What follows belongs to an exercise in optimizing a design on an open flow for small area, a short achievable clock period and few clock cycles; a production flow would make more cautious choices.
At most, simulation tests tie the RTL to the original design; equivalence was not proved.

==> run a: inputs <==
==> flow/design.v (excerpt) <==
module cpu_lite_top (
    input  wire        clk_i,
    input  wire        reset,
    input  wire        host_valid_i,
    input  wire [7:0]  host_byte_i,
    input  wire [4:0]  reg_sel_i,
    input  wire [1:0]  byte_sel_i,
    output wire [7:0]  value_o,
    output wire        is_positive_o,
    output wire        done_o
);
Settings: LEC_CHECK=0, CAP_MARGIN=20, CORE_MARGIN=2, CORE_UTILIZATION=50, CTS_BUF_LIST=sky130_fd_sc_hd__clkbuf_8, CTS_CLUSTER_DIAMETER=60, CTS_CLUSTER_SIZE=16, PLACE_DENSITY=0.6, SETUP_SLACK_MARGIN=5, SLEW_MARGIN=20, SYNTH_HIERARCHICAL=1, TNS_END_PERCENT=5; clock period 14.0 ns.
standard.sh (not shown) runs the stock make flow with config.mk's settings and CLKGATE_MAP_FILE= SYNTH_SCRIPT=/design/flow/synth_recipe.tcl, a recipe that flattens the netlist after the stock synthesis.
==> flow/flow/run.sh <==
#!/bin/bash
# Standard layout, with fast buffers on the ports.
set -euo pipefail
bash standard.sh "BUFFER_PORTS_ARGS=-buffer_cell sky130_fd_sc_hd__buf_4" SETUP_SLACK_MARGIN=6 finish > standard_make.log 2>&1
==> run b: changes against run a <==
--- a/flow/design.v
+++ b/flow/design.v
@@ -135,15 +135,15 @@
     assign r_o = (sll_i ? ~shn_i : (lg ^ (c_i & arith_i))) | set_i;
 endmodule
 `default_nettype wire
 `default_nettype none
 module reg_file (
     input  wire        clk_i,
     input  wire        reset,
-    input  wire [4:0]  addr_i,     
+    input  wire [4:0]  addr_n_i,   
     output logic [31:0] lo_o,      
     output logic [31:0] hi_o,      
     output logic [15:0] match_o,   
     input  wire        wr_en_i,    
     input  wire [15:0] drop_i,     
     input  wire [3:0]  idx_i,
     input  wire [4:0]  wr_tag_i,
@@ -152,15 +152,15 @@
     logic [15:0] valid_q;
     logic [4:0]  tag_q  [16];
     logic [31:0] data_q [16];
     logic [15:0] match;
     logic [15:0] sel;
     logic [15:0] keep;
     for (genvar i = 0; i < 16; i++) begin : g_match
-        tag_eq u_eq (.tag_i (tag_q[i]), .addr_i (addr_i), .eq_o (match[i]));
+        tag_eq u_eq (.tag_i (tag_q[i]), .addr_n_i (addr_n_i), .eq_o (match[i]));
     end
     always_comb begin
         lo_o = '0;
         hi_o = '0;
         for (int i = 0; i < 16; i++) begin
             sel[i]   = (idx_i == i[3:0]);
             if (i < 8) lo_o = lo_o | (data_q[i] & {32{match[i]}});
@@ -215,18 +215,18 @@
         q_o <= (q_o & hold_i) | (d_i & we_i);
     end
 endmodule
 `default_nettype wire
 `default_nettype none
 module tag_eq (
     input  wire [4:0] tag_i,
-    input  wire [4:0] addr_i,
+    input  wire [4:0] addr_n_i,
     output wire       eq_o
 );
-    assign eq_o = (tag_i == addr_i);
+    assign eq_o = (tag_i == ~addr_n_i);
 endmodule
 `default_nettype wire
 `default_nettype none
 module cpu_lite_top (
     input  wire        clk_i,
     input  wire        reset,
     input  wire        host_valid_i,
@@ -243,15 +243,15 @@
     logic [4:0]  count_q;      
     logic        kept_q;       
     logic        wr_q;         
     logic        is_r_q;       
     logic        is_i_q;       
     logic        rd0_q;        
     logic [7:0]  b1_q;         
-    logic [7:0]  b2_q;         
+    logic [3:0]  b2_q;         
     logic [7:0]  b3_q;         
     logic [31:0] a_q;          
     logic [15:0] drop_q;       
     wire start_seen = host_valid_i & ~loading_q & ~done_q & (host_byte_i == 8'hFE);
     wire end_seen   = host_valid_i & loading_q & (phase_q == 2'd0) & (host_byte_i == 8'hFF);
     wire data_stb   = host_valid_i & loading_q & ~end_seen;
     wire last_byte  = data_stb & (phase_q == 2'd3);
@@ -291,16 +291,16 @@
             if (data_stb) phase_q <= phase_q + 2'd1;
             if (kept_q) count_q <= count_q + 5'd1;
             kept_q <= last_byte & kept;
             wr_q   <= last_byte & kept & writes;
         end
     end
     always_ff @(posedge clk_i) begin
-        b3_q <= host_byte_i;
-        a_q  <= rdata;
+        b3_q   <= host_byte_i;
+        drop_q <= match;
     end
     wire ld0 = data_stb & (phase_q == 2'd0);
     wire ld1 = data_stb & (phase_q == 2'd1);
     wire ld2 = data_stb & (phase_q == 2'd2);
     wire [2:0] b0_d = {host_byte_i[7], host_byte_i[6:0] == 7'b0010011,
                        host_byte_i[6:0] == 7'b0110011};
     logic [2:0] b0_q;
@@ -310,46 +310,56 @@
     for (genvar j = 0; j < 3; j++) begin : g_b0
         rf_bit u_bit (.clk_i (clk_i), .hold_i (~ld0), .we_i (ld0), .d_i (b0_d[j]), .q_o (b0_q[j]));
     end
     for (genvar j = 0; j < 8; j++) begin : g_b1
         rf_bit u_bit (.clk_i (clk_i), .hold_i (~ld1), .we_i (ld1), .d_i (host_byte_i[j]),
                       .q_o (b1_q[j]));
     end
-    for (genvar j = 0; j < 8; j++) begin : g_b2
-        rf_bit u_bit (.clk_i (clk_i), .hold_i (~ld2), .we_i (ld2), .d_i (host_byte_i[j]),
+    for (genvar j = 0; j < 4; j++) begin : g_b2
+        rf_bit u_bit (.clk_i (clk_i), .hold_i (~ld2), .we_i (ld2), .d_i (host_byte_i[4 + j]),
                       .q_o (b2_q[j]));
     end
-    for (genvar j = 0; j < 16; j++) begin : g_drop
-        rf_bit u_bit (.clk_i (clk_i), .hold_i (~ld2), .we_i (ld2), .d_i (match[j]),
-                      .q_o (drop_q[j]));
+    for (genvar j = 0; j < 32; j++) begin : g_a
+        rf_bit u_bit (.clk_i (clk_i), .hold_i (~ld2), .we_i (ld2), .d_i (rdata[j]), .q_o (a_q[j]));
     end
     wire sel_host = ~loading_q;
-    wire sel_rd   = loading_q & (phase_q == 2'd2);
-    wire sel_rs1  = loading_q & (phase_q == 2'd3);
+    wire sel_rs1  = loading_q & (phase_q == 2'd2);
+    wire sel_rd   = loading_q & (phase_q == 2'd3);
     wire sel_rs2  = loading_q & wr_q & ~is_i_q;
-    wire [4:0] rs1 = {b2_q[3:0], b1_q[7]};
-    wire [4:0] rs2 = {b3_q[0], b2_q[7:4]};
-    wire [4:0] from_regs = ({5{sel_rd}} & rd) | ({5{sel_rs1}} & rs1) | ({5{sel_rs2}} & rs2);
-    wire [4:0] addr = ({5{sel_host}} & reg_sel_i) | from_regs;
-    wire [31:0] imm = {{20{b3_q[7]}}, b3_q, b2_q[7:4]};
+    wire [4:0] rs2 = {b3_q[0], b2_q};
+    wire [4:0] from_regs = ({5{sel_rd}} & rd) | ({5{sel_rs2}} & rs2) |
+                           {4'd0, sel_rs1 & b1_q[7]};
+    wire [4:0] addr_n;    
+    assign addr_n[0] = ~((sel_host & reg_sel_i[0]) | from_regs[0]);
+    for (genvar k = 1; k < 5; k++) begin : g_addr
+        addr_bit u_addr (
+            .host_i  (sel_host),
+            .sel_i   (reg_sel_i[k]),
+            .rs1_i   (sel_rs1),
+            .byte_i  (host_byte_i[k - 1]),
+            .regs_i  (from_regs[k]),
+            .addr_n_o (addr_n[k])
+        );
+    end
+    wire [31:0] imm = {{20{b3_q[7]}}, b3_q, b2_q};
     wire [31:0] opb = rdata | (imm & {32{is_i_q}});
     alu u_alu (
         .is_r_i   (is_r_q),
         .is_i_i   (is_i_q),
         .f3_i     (b1_q[6:4]),
         .f7z_i    (b3_q[7:1] == 7'b0000000),
         .f7s_i    (b3_q[7:1] == 7'b0100000),
         .a_i      (a_q),
         .b_i      (opb),
         .result_o (result)
     );
     reg_file u_reg_file (
         .clk_i     (clk_i),
         .reset     (reset),
-        .addr_i    (addr),
+        .addr_n_i  (addr_n),
         .lo_o      (rd_lo),
         .hi_o      (rd_hi),
         .match_o   (match),
         .wr_en_i   (wr_en),
         .drop_i    (drop_q),
         .idx_i     (count_q[3:0]),
         .wr_tag_i  (rd),
@@ -375,7 +385,19 @@
     output wire [7:0]  byte_o
 );
     wire [31:0] w = lo_i | hi_i;
     assign byte_o = (w[7:0] & {8{sel_i[0]}}) | (w[15:8] & {8{sel_i[1]}}) |
                     (w[23:16] & {8{sel_i[2]}}) | (w[31:24] & {8{sel_i[3]}});
 endmodule
 `default_nettype wire
+`default_nettype none
+module addr_bit (
+    input  wire host_i,
+    input  wire sel_i,
+    input  wire rs1_i,
+    input  wire byte_i,
+    input  wire regs_i,
+    output wire addr_n_o
+);
+    assign addr_n_o = ~((host_i & sel_i) | (rs1_i & byte_i) | regs_i);
+endmodule
+`default_nettype wire
==> results.cfg <==
[setup_path]
critPathMaxStageDelay_ns = 0.34
rr_endpoint = u_reg_file.g_entry[12].g_data[0].u_bit.q_o$_DFF_P_
cp_max_fo = 7
path_buf_inv = 7

[cells_and_area]
finalNonFillerCells = 3506
multi_input_area_sq_um = 15260

[pwr]
comb_power_share_pct = 48.1
ir_drop_mv = 0.2011
p_int_mw = 3.265
combinationalPower_mw = 2.98
total_power_mw = 6.205

[routing]
viasPerCell = 7.145
vias = 25050

[sta]
fin_ws_ns = 5.815
clock_skew_ns = 0.04098

[run_status]
status = finished clean

[floorplanning]
initial_core_util_pct = 50.75

[clocking]
cts_buffers = 54
# the run above: run b

==> results.cfg <==
[clocking]
cts_buffers = 53

[pwr]
ir_drop_mv = 0.1013
comb_power_share_pct = 24.4

[run_status]
status = finished clean

[cells_and_area]
multi_input_area_sq_um = 15040

[routing]
vias = 24230
viasPerCell = 7.004

[setup_path]
critPathMaxStageDelay_ns = 0.32
cp_max_fo = 33
rr_endpoint = u_reg_file.g_entry[6].g_data[0].u_bit.q_o$_DFF_P_
path_buf_inv = 4

[floorplanning]
initial_core_util_pct = 50.73

[sta]
clock_skew_ns = 0.04566
# the run above: run a

Testbench counts of run a, summed over its fixed seeds: cycles 11,399.
For run b, only the layout was checked, not whether the RTL still works.

-- separate check: timing with driven ports --
The flow's constraints put no driver on any port. The routed layouts listed below were extracted and timed again, unchanged, in two steps. Step 1: set_driving_cell puts a clkbuf_16 on clk_i and a buf_2 on each other input, an assumption about the parent block. Step 2 also shifts input and output timing later by t, the mid clock arrival at the registers, as if the neighbouring blocks saw the same clock. a / b / c = ideal ports / drivers / drivers and shift; a / b = the first two.
run	t (ns)	setup WS [ns]	worst setup path at the end	worst slew at a driven data input, ns
run a	0.752	5.885 / 5.855 / 5.486	input to register	0.04
run b	0.754	5.815 / 5.787 / 5.531	input to register	0.05
After both steps setup and hold are still met in every run listed. For run a, which loses most, drivers alone change the setup slack by -0.030 ns; drivers and shift together by -0.399 ns.
